Source: an optimization exercise on an open RTL-to-GDS flow (aim: small area, a short achievable clock period and few clock cycles per item). Production flows keep margins and buffers that such runs may drop. The RTL was checked by simulation tests, not by an equivalence proof against the original design. Power figures rest on the tool's default switching activity, not on a simulated workload.

## flow/design.v (module list and top-level ports; edited modules follow where they fit)
// module adaptive_pursuit_selector_core: 281 lines
// module apsel_pupd: 846 lines
// module apsel_top: 47 lines
module apsel_top (
  input  wire logic        clk,
  input  wire logic        rst,
  input  wire logic        req_valid,
  output logic             req_stall,
  input  wire logic        req_cmd,
  input  wire logic [2:0]  req_arm,
  input  wire logic [15:0] req_reward,
  input  wire logic [15:0] req_draw,
  output logic             res_valid,
  input  wire logic        res_stall,
  output logic [2:0]       res_chosen_arm,
  output logic [2:0]       res_best_arm,
  input  wire logic        psel,
  input  wire logic        penable,
  input  wire logic        pwrite,
  input  wire logic [2:0]  paddr,
  input  wire logic [31:0] pwdata,
  output logic [31:0]      prdata,
  output logic             pready
);
  // ...
==> flow/flow/run.sh <==
#!/bin/bash
# Layout: the standard flow (standard synthesis, floorplan, placement, CTS,
# routing), with plain buffers on the ports and a tighter setup target for the
# timing repair steps. The SDC is the design's, unchanged.
set -uo pipefail
bash standard.sh finish \
  SETUP_SLACK_MARGIN=7.5 \
  "BUFFER_PORTS_ARGS=-buffer_cell sky130_fd_sc_hd__buf_2" \
  > standard_flow.log 2>&1
status=$?
cp -r orfs/logs flow_logs 2>/dev/null || true
exit $status
==> flow/standard.sh <==
#!/bin/bash
# synth_recipe.tcl (not shown) runs the flow's synth.tcl, then flattens the netlist and writes it again
# the make line also repeats each setting of config.mk as NAME=value (left out here)
make -C /OpenROAD-flow-scripts/flow DESIGN_CONFIG=/design/flow/config.mk WORK_HOME=/design/flow/orfs CLKGATE_MAP_FILE= SYNTH_SCRIPT=/design/flow/synth_recipe.tcl "${@:-finish}"
==> flow/config.mk <==
export PLATFORM = sky130hd
export DESIGN_NAME = apsel_top
export DESIGN_NICKNAME = apsel_top
export VERILOG_FILES = /design/flow/design.v
export SDC_FILE = /design/flow/constraint.sdc
export NUM_CORES = 4
export LEC_CHECK = 0
export ABC_AREA = 1
export CAP_MARGIN = 20
export CORE_MARGIN = 2
export CORE_UTILIZATION = 40
export SLEW_MARGIN = 20
==> flow/constraint.sdc <==
create_clock -name core_clock -period 14.0 [get_ports {clk}]
set_input_delay 2.8000 -clock core_clock [delete_from_list [all_inputs] [get_ports {clk}]]
set_output_delay 2.8000 -clock core_clock [all_outputs]
set_load 0.01 [all_outputs]
==> qor.yml, run 1 <==
routed_wl_mm: 164
max_slew_margin: 0.286
layout_common_cells: "inv_1, nand2_1, fa_1"
largest_register_ffs: 128
wl_met3_mm: 15.4
antenna_left: 0
hold_violations: 0
multi_input_area_share: 0.634
dr.pass1.iters: 6
ios: 119
synth_edf_count: 187
min_period_ps: 6400
fillerInstances: 12384
status: "timing/DRC/antenna clean"
pre_cts_slack_ps: 7340
cts_inserted_buffers: 52
h-tree-depth: 2
synth_cells: 5850
grt_use_met1: 0.336
synth_compound_area_frac: 0.180
path_clk_slew_ps: 60
seq_share: 0.195
antenna_found_initial: 9
grt_usage: 0.254
routed.top_layer: "met5"
crit_chain: "buf_4 > nand2_1 > inv_1 > buf_2"
hpwl_mm: 126
min_to: "u_core.upd_b$_SDFF_PP0_"
drt-met1-wl_mm: 66.4
met2_length_mm: 72.5
ctsResizeCount: 3
cp_num_cells: 4
min_path_type: "reg -> reg"
n_antenna_cell: 0
multiInputCombCellCount: 3940
Testbench counts, summed over its fixed seeds: cycles 2,447, items 1,200.
==> run 2, diff against run 1 <==
--- a/flow/flow/run.sh
+++ b/flow/flow/run.sh
@@ -4,7 +4,7 @@
 # timing repair steps. The SDC is the design's, unchanged.
 set -uo pipefail
 bash standard.sh finish \
-  SETUP_SLACK_MARGIN=7.5 \
+  SETUP_SLACK_MARGIN=8.0 \
   "BUFFER_PORTS_ARGS=-buffer_cell sky130_fd_sc_hd__buf_2" \
   > standard_flow.log 2>&1
 status=$?
==> run 2 against run 1 <==
Effect of this change: area after synthesis unchanged; clock power is 4% lower; clock-buffer cell count is 1 lower; sequential share of layout area fell by 0.16 points; via count rose by 0.98%; routed wire length grew 1.7%; flip-flop and latch count unchanged; maximum frequency is 4.1% higher; largest cell class unchanged.
==> qor.yml, run 2 <==
ys_top_cells_by_area: "fa_1, ha_1, edfxtp_1"  # unchanged
dieArea_mm2: 0.130  # unchanged
yosysMostFrequentCell: "inv_1"  # unchanged
crit_type: "in -> out"  # unchanged
viasPerCell: 5.68  # was 5.65
drt_iter0_drc: 4195  # was 4161
die_width_um: 361  # unchanged
areaGrowthSynthToFinish_pct: 8.72  # was 7.42%
grt_pass1_wl_mm: 257  # was 254 mm
postLayoutCoreUtil: 0.439  # was 0.434
routed_wl_mm: 167  # was 164 mm
seqPwrFrac: 0.203  # was 0.205
drive_gt1_frac: 0.0845  # was 0.0650
synth_edf_count: 187  # unchanged
p_sw_w: 0.00572  # was 0.00569 W
synth_area_mm2: 0.0509  # unchanged
fin_worst_skew_ps: 24.0  # was 45.4 ps
finish.instance_area_mm2: 0.0554  # was 0.0547 mm^2
critical_path.startpoint_type: "input pin"  # unchanged
max_freq_mhz: 163  # was 156 MHz
cap_violations: 0  # unchanged
hold_violations: 0  # unchanged
avgSynthCellArea_um2: 8.71  # unchanged
crit_slowest_cell: "buf_4"  # unchanged
min_to: "u_core.upd_b$_SDFF_PP0_"  # unchanged
tns_ps: 0  # unchanged
maxSlewViolCount: 0  # unchanged
layout_common_cells: "inv_1, nand2_1, fa_1"  # unchanged
via_count: 42431  # was 42021
synthFlopType: "dfxtp_1"  # unchanged
post-route-period-util: 0.439  # was 0.457
globalRouteOverflowTotal: 0  # unchanged
largest_register_ffs: 128  # unchanged
dr.pass1.iters: 8  # was 6
die_h_um: 361  # unchanged
place_inst: 7330  # was 7328
required_ps: 11200  # about the same
drc: 0  # unchanged
path_clk_slew_ps: 60  # about the same
worstMarginPinSlew_ps: 1090  # was 1060 ps
rsz0062_at_grt: "yes"  # was no
reg2reg_from: "u_core.rou_rem[1]$_DFFE_PP_"  # was u_core.pipe_d[2][14]$_DFF_P_
port_buffers: 83  # unchanged
grt_usage: 0.257  # was 0.254
switching_share: 0.509  # was 0.508
synth_cell_types: 52  # unchanged
synth_top_area_cell: "fa_1"  # unchanged
antenna_left: 0  # unchanged
clkLatencyLatePin_ps: 630  # was 660 ps
min_period_ps: 6140  # was 6400 ps
start_util: 0.404  # unchanged
h-tree-depth: 2  # unchanged
nets: 7052  # was 7021
core_area_mm2: 0.126  # unchanged
yosysTopAreaCellShare: 0.246  # unchanged
synth_cells: 5850  # unchanged
clkPwrFrac: 0.122  # was 0.127
internal_power_w: 0.00553  # was 0.00551 W
ios: 119  # unchanged
finalSetupViolations: 0  # unchanged
p_per_area_mw_per_mm2: 203  # was 205 mW/mm^2
grt_max_degree: 48  # unchanged
crit_arrival_ps: 3340  # was 3600 ps
finalNonFillerCells: 7465  # was 7431
tritoncts: "yes"  # unchanged
max_slew_margin: 0.265  # was 0.286
rrSetupSlack_ps: 8090  # was 7800 ps
cp_max_fo: 8  # was 31
ir_worst_vdd_v: 0.000284  # was 0.000314 V
hp-start: "u_core.upd_a$_SDFF_PP0_"  # unchanged
regMostFlops: "u_core.reward_estimate"  # unchanged
layout_commonest_cell: "inv_1"  # unchanged
place_area_mm2: 0.0528  # about the same
p_leak_nw: 25.1  # was 24.9 nW
ys_seq_area_frac: 0.209  # unchanged
cts_sinks: 439  # unchanged
antenna_found_initial: 7  # was 9
cts-root-buf: "clkbuf_16"  # unchanged
async_reset_ff_frac: 0  # unchanged
min_path_type: "reg -> reg"  # unchanged
pwr-share-comb: 0.675  # was 0.669
first_global_vias: 42374  # was 42085
top_regs: "u_core.reward_estimate (128), u_core.pipe_d (68), u_core.grp_pn (64)"  # unchanged
crit_chain: "buf_16 > buf_4 > o21ai_4 > buf_6"  # was buf_4 > nand2_1 > inv_1 > buf_2
setup_ws_ps: 7860  # was 7600 ps
pre_cts_slack_ps: 7080  # was 7340 ps
worst-r2r-cell-count: 30  # was 19
yosys_warnings: 16  # unchanged
synth-seq-cells: 439  # unchanged
cp-end-kind: "output port"  # unchanged
wire_per_inst_um: 22.4  # was 22.1 um
min_path_cells: 2  # unchanged
gp_congestion: 0.958  # was 0.956
yosys-top-cells-count: "inv_1, nand2_1, fa_1"  # unchanged
status: "timing/DRC/antenna clean"  # unchanged
timing.rr.end: "u_core.q_e[1][4]$_DFFE_PP_"  # was u_core.grp_pn[2][12]$_DFF_P_
rows: 130  # unchanged
cts_inserted_buffers: 51  # was 52
clockBufferDepth: 3  # unchanged
hpwl_mm: 126  # about the same
slowest_delay_ps: 140  # was 260 ps
-- run 2: critical path: cells and delay by family --
| family | cells | cell delay (ps) |
|---|---|---|
| AO/OA/AOI/OAI | 1 | 140 |
| buffers and inverters | 3 | 400 |
-- run 2: worst max path at each step --
stage,from,slack [ps],cells past startpoint,end
floorplan,paddr[2],7970,2,prdata[0]
global placement,u_core.pipe_d[2][16]$_DFF_P_,7170,16,u_core.grp_pn[2][12]$_DFF_P_
detailed placement,u_core.pipe_d[2][16]$_DFF_P_,7080,16,u_core.grp_pn[2][12]$_DFF_P_
CTS,paddr[2],7860,3,prdata[11]
global route,paddr[2],7820,3,prdata[11]
finish,paddr[2],7860,4,prdata[0]
-- run 2: power by group through the flow --
stage,sequential (W),combinational (W),clock (W)
6_report,0.00228,0.00760,0.00137
5_1_grt,0.00230,0.00870,0.00145
3_3_place_gp,0.00225,0.00721,0
4_1_cts,0.00224,0.00749,0.00140
2_1_floorplan,0.00179,0.00584,0
3_5_place_dp,0.00225,0.00738,0
-- run 2: kinds of logic (layout without fill, tap and decap cells) --
family / count (synthesis) / after routing / share of synthesized area
AND/OR/NAND/NOR: 1096 / 1096 / 0.0861
buffers and inverters: 1486 / 1433 / 0.111
AO/OA/AOI/OAI: 1476 / 1476 / 0.180
flip-flops: 439 / 439 / 0.209
XOR/XNOR: 147 / 147 / 0.0253
other: 2 / 20 / 0.000147
adder cells (fa/ha/maj): 1204 / 1204 / 0.388
-- run 2: layer usage --
layer,part of all wire,GRT usage
met4,0.061,0.134
met1,0.40,0.335
met5,0.00025,0
met2,0.45,0.404
met3,0.095,0.0526
-- run 2: timing repair --
item | 4_1_cts | 5_1_grt
endpoints found under the setup margin | 60 | 59
hold buffers | 0 | 0
resized for setup | 66 | 109
cloned | 4 | 3
pin swaps | 8 | 5
setup buffers | 11 | 19
-- run 2: per-stage QoR --
step | power, W | hold WS, ps
6_report | 0.0112 | 437
4_1_cts | 0.0111 | 437
5_1_grt | 0.0124 | 476
2_1_floorplan | 0.00763 | 403
3_3_place_gp | 0.00947 | 422
3_5_place_dp | 0.00963 | 427
-- run 2: layout make-up --
type / count / area, um^2
Fill cell: 12284 / 70700
Multi-Input combinational cell: 3940 / 34900
Sequential cell: 439 / 10700
Inverter: 1111 / 4280
Tap cell: 1650 / 2060
Timing Repair Buffer: 222 / 1590
Clock buffer: 75 / 1470
Clock inverter: 20 / 245
Timing Repair inverter: 5 / 32.5
Antenna cell: 3 / 7.51
==> run 3, diff against run 2 <==
--- a/flow/config.mk
+++ b/flow/config.mk
@@ -9,4 +9,5 @@
 export CAP_MARGIN = 20
 export CORE_MARGIN = 2
 export CORE_UTILIZATION = 40
+export CTS_BUF_LIST = sky130_fd_sc_hd__clkbuf_4 sky130_fd_sc_hd__clkbuf_8
 export SLEW_MARGIN = 20
==> run 3 against run 2 <==
Effect of this change: still clean on timing, DRC and antenna; total power shrank 0.18%; combinational power is essentially flat; die area is the same; maximum frequency is essentially flat; clock skew grew 38 ps; non-clock buffer count grew 2; critical endpoint unchanged; largest cell class unchanged; highest routed layer unchanged.
==> qor.yml, run 3 <==
status: "timing/DRC/antenna clean"  # unchanged
synth_top_area_cell: "fa_1"  # unchanged
power.total_w: 0.0112  # about the same
max_slew_margin: 0.293  # was 0.265
cp-end-kind: "output port"  # unchanged
avgSynthCellArea_um2: 8.71  # unchanged
grt_max_degree: 48  # unchanged
clkLatencyLatePin_ps: 730  # was 630 ps
drive_gt1_frac: 0.0925  # was 0.0845
cts-root-buf: "clkbuf_8"  # was clkbuf_16
dieArea_mm2: 0.130  # unchanged
start_util: 0.404  # unchanged
worstMarginPinSlew_ps: 1050  # was 1090 ps
place_area_mm2: 0.0528  # unchanged
finish.instance_area_mm2: 0.0554  # about the same
routed_wl_mm: 168  # was 167 mm
p_per_area_mw_per_mm2: 203  # about the same
h-tree-depth: 3  # was 2
clockBufferDepth: 3  # unchanged
nets: 7081  # was 7052
yosysMostFrequentCell: "inv_1"  # unchanged
top_regs: "u_core.reward_estimate (128), u_core.pipe_d (68), u_core.grp_pn (64)"  # unchanged
hpwl_mm: 126  # unchanged
maxSlewViolCount: 0  # unchanged
rows: 130  # unchanged
globalRouteOverflowTotal: 0  # unchanged
first_global_vias: 42538  # was 42374
drc: 0  # unchanged
finalSetupViolations: 0  # unchanged
cp_max_fo: 8  # unchanged
yosys_warnings: 16  # unchanged
synth-seq-cells: 439  # unchanged
ios: 119  # unchanged
port_buffers: 83  # unchanged
areaGrowthSynthToFinish_pct: 8.80  # was 8.72%
synth_area_mm2: 0.0509  # unchanged
cap_violations: 0  # unchanged
setup_ws_ps: 7860  # about the same
drt_iter0_drc: 4208  # was 4195
path_clk_slew_ps: 60  # about the same
pre_cts_slack_ps: 7080  # unchanged
viasPerCell: 5.67  # was 5.68
synthFlopType: "dfxtp_1"  # unchanged
p_leak_nw: 25.2  # was 25.1 nW
die_h_um: 361  # unchanged
required_ps: 11200  # about the same
fin_worst_skew_ps: 62.5  # was 24.0 ps
ir_worst_vdd_v: 0.000284  # about the same
max_freq_mhz: 163  # about the same
ys_seq_area_frac: 0.209  # unchanged
worst-r2r-cell-count: 30  # unchanged
async_reset_ff_frac: 0  # unchanged
layout_commonest_cell: "inv_1"  # unchanged
die_width_um: 361  # unchanged
synth_edf_count: 187  # unchanged
tns_ps: 0  # unchanged
dr.pass1.iters: 7  # was 8
cts_sinks: 439  # unchanged
cts_inserted_buffers: 79  # was 51
core_area_mm2: 0.126  # unchanged
tritoncts: "yes"  # unchanged
antenna_left: 0  # unchanged
hold_buffers: 0  # unchanged
critical_path.startpoint_type: "input pin"  # unchanged
grt_pass1_wl_mm: 258  # was 257 mm
hold_violations: 0  # unchanged
yosys-top-cells-count: "inv_1, nand2_1, fa_1"  # unchanged
antenna_found_initial: 6  # was 7
post-route-period-util: 0.439  # about the same
via_count: 42594  # was 42431
postLayoutCoreUtil: 0.440  # was 0.439
min_period_ps: 6140  # about the same
rsz0062_at_grt: "yes"  # unchanged
wire_per_inst_um: 22.3  # was 22.4 um
synth_cell_types: 52  # unchanged
crit_arrival_ps: 3340  # about the same
grt_usage: 0.258  # was 0.257
min_path_cells: 2  # unchanged
synth_cells: 5850  # unchanged
yosysTopAreaCellShare: 0.246  # unchanged
gp_congestion: 0.958  # unchanged
min_path_type: "reg -> reg"  # unchanged
crit_type: "in -> out"  # unchanged
regMostFlops: "u_core.reward_estimate"  # unchanged
largest_register_ffs: 128  # unchanged
layout_common_cells: "inv_1, nand2_1, fa_1"  # unchanged
fillerInstances: 12341  # was 12284
ys_top_cells_by_area: "fa_1, ha_1, edfxtp_1"  # unchanged
## run 3: stage by stage
stage | std cells | hold slack [ps]
CTS | 7480 | 442
finish | 7511 | 440
global placement | 7330 | 422
global route | 7510 | 474
detailed placement | 7330 | 427
floorplan | 5865 | 403
## run 3: kinds of logic after synthesis
kind of cell | count (synthesis) | synth area share
compound gates | 1476 | 0.180
xor+xnor | 147 | 0.0253
fa+ha+maj | 1204 | 0.388
buf+inv | 1486 | 0.111
flops | 439 | 0.209
other cells | 2 | 0.000147
simple gates | 1096 | 0.0861
## run 3: repair_timing
item                       in CTS  in global routing
cloned                          4                  2
setup endpoints to repair      59                 58
pin swaps                       7                  5
setup buffers                   6                 26
gates resized for setup        63                113
## run 3: area by class of cell
class,count,area [um^2],share of cell area
clock buffer,121,1500,0.0271
tap,1650,2060,0.0373
antenna,3,7.51,0.000135
multi-input combinational,3940,34900,0.631
timing repair buffer,224,1620,0.0293
inverter,1111,4290,0.0773
timing repair inverter,4,27.5,0.000497
clock inverter,19,223,0.00402
sequential,439,10700,0.194
## run 3: worst max-delay path, stage by stage
cell and delay, ps:
buf_16 120, buf_4 140, o21ai_4 140, buf_6 140
## run 3: worst paths after layout
check | startpoint | to | slack [ps]
setup reg to reg | u_core.rou_rem[1]$_DFFE_PP_ | u_core.q_e[1][4]$_DFFE_PP_ | 8100
setup / recovery | paddr[2] | prdata[0] | 7860
hold reg to reg | u_core.upd_a$_SDFF_PP0_ | u_core.upd_b$_SDFF_PP0_ | 440
hold / removal | u_core.upd_a$_SDFF_PP0_ | u_core.upd_b$_SDFF_PP0_ | 440
## run 3: power by group
| group | internal (W) | switching [W] | leakage, nW | total [W] |
|---|---|---|---|---|
| Combinational | 0.00306 | 0.00454 | 20.4 | 0.00760 |
| Clock | 0.000774 | 0.000573 | 0.912 | 0.00135 |
| Sequential | 0.00166 | 0.000614 | 3.86 | 0.00228 |
## run 3: layer usage
layer	routed length (um)	track usage	up-vias
met4	10200	0.137	8
met5	42	0	-
met2	74700	0.405	2080
met3	15700	0.0534	546
li1	-	-	19425
met1	66800	0.335	20535

==> static timing again, ports no longer ideal <==
The results above use ideal ports. As a check the final layouts listed here were re-extracted and re-timed, cells and wires unchanged. Step 1 sets driving cells, clkbuf_16 on the clock port and buf_2 on the other inputs (assumed; they add their load-dependent delay and slew). Step 2, shift: input delay + t, output delay - t, t = (earliest + latest rising clock arrival at the registers) / 2. This alone moves slack from input paths to output paths. Slacks: ideal / step 1 / step 2; pairs: ideal / step 1.
| run | t, ns | slack for setup (ns) | hold WS [ns] | slew at the worst register clock pin (ns) | worst slew at a driven data input, ns |
|---|---|---|---|---|---|
| run 1 | 0.703 | 7.604 / 7.580 / 7.580 | 0.448 / 0.448 / 0.448 | 0.08 / 0.08 | 0.07 |
| run 2 | 0.681 | 7.857 / 7.675 / 7.644 | 0.437 / 0.437 / 0.437 | 0.07 / 0.07 | 0.26 |
| run 3 | 0.760 | 7.857 / 7.661 / 7.588 | 0.440 / 0.440 / 0.440 | 0.09 / 0.09 | 0.26 |
After both steps setup and hold are still met in every run listed. The setup slack of run 3, which loses most, moves by -0.196 ns with the drivers and by -0.269 ns with both steps.
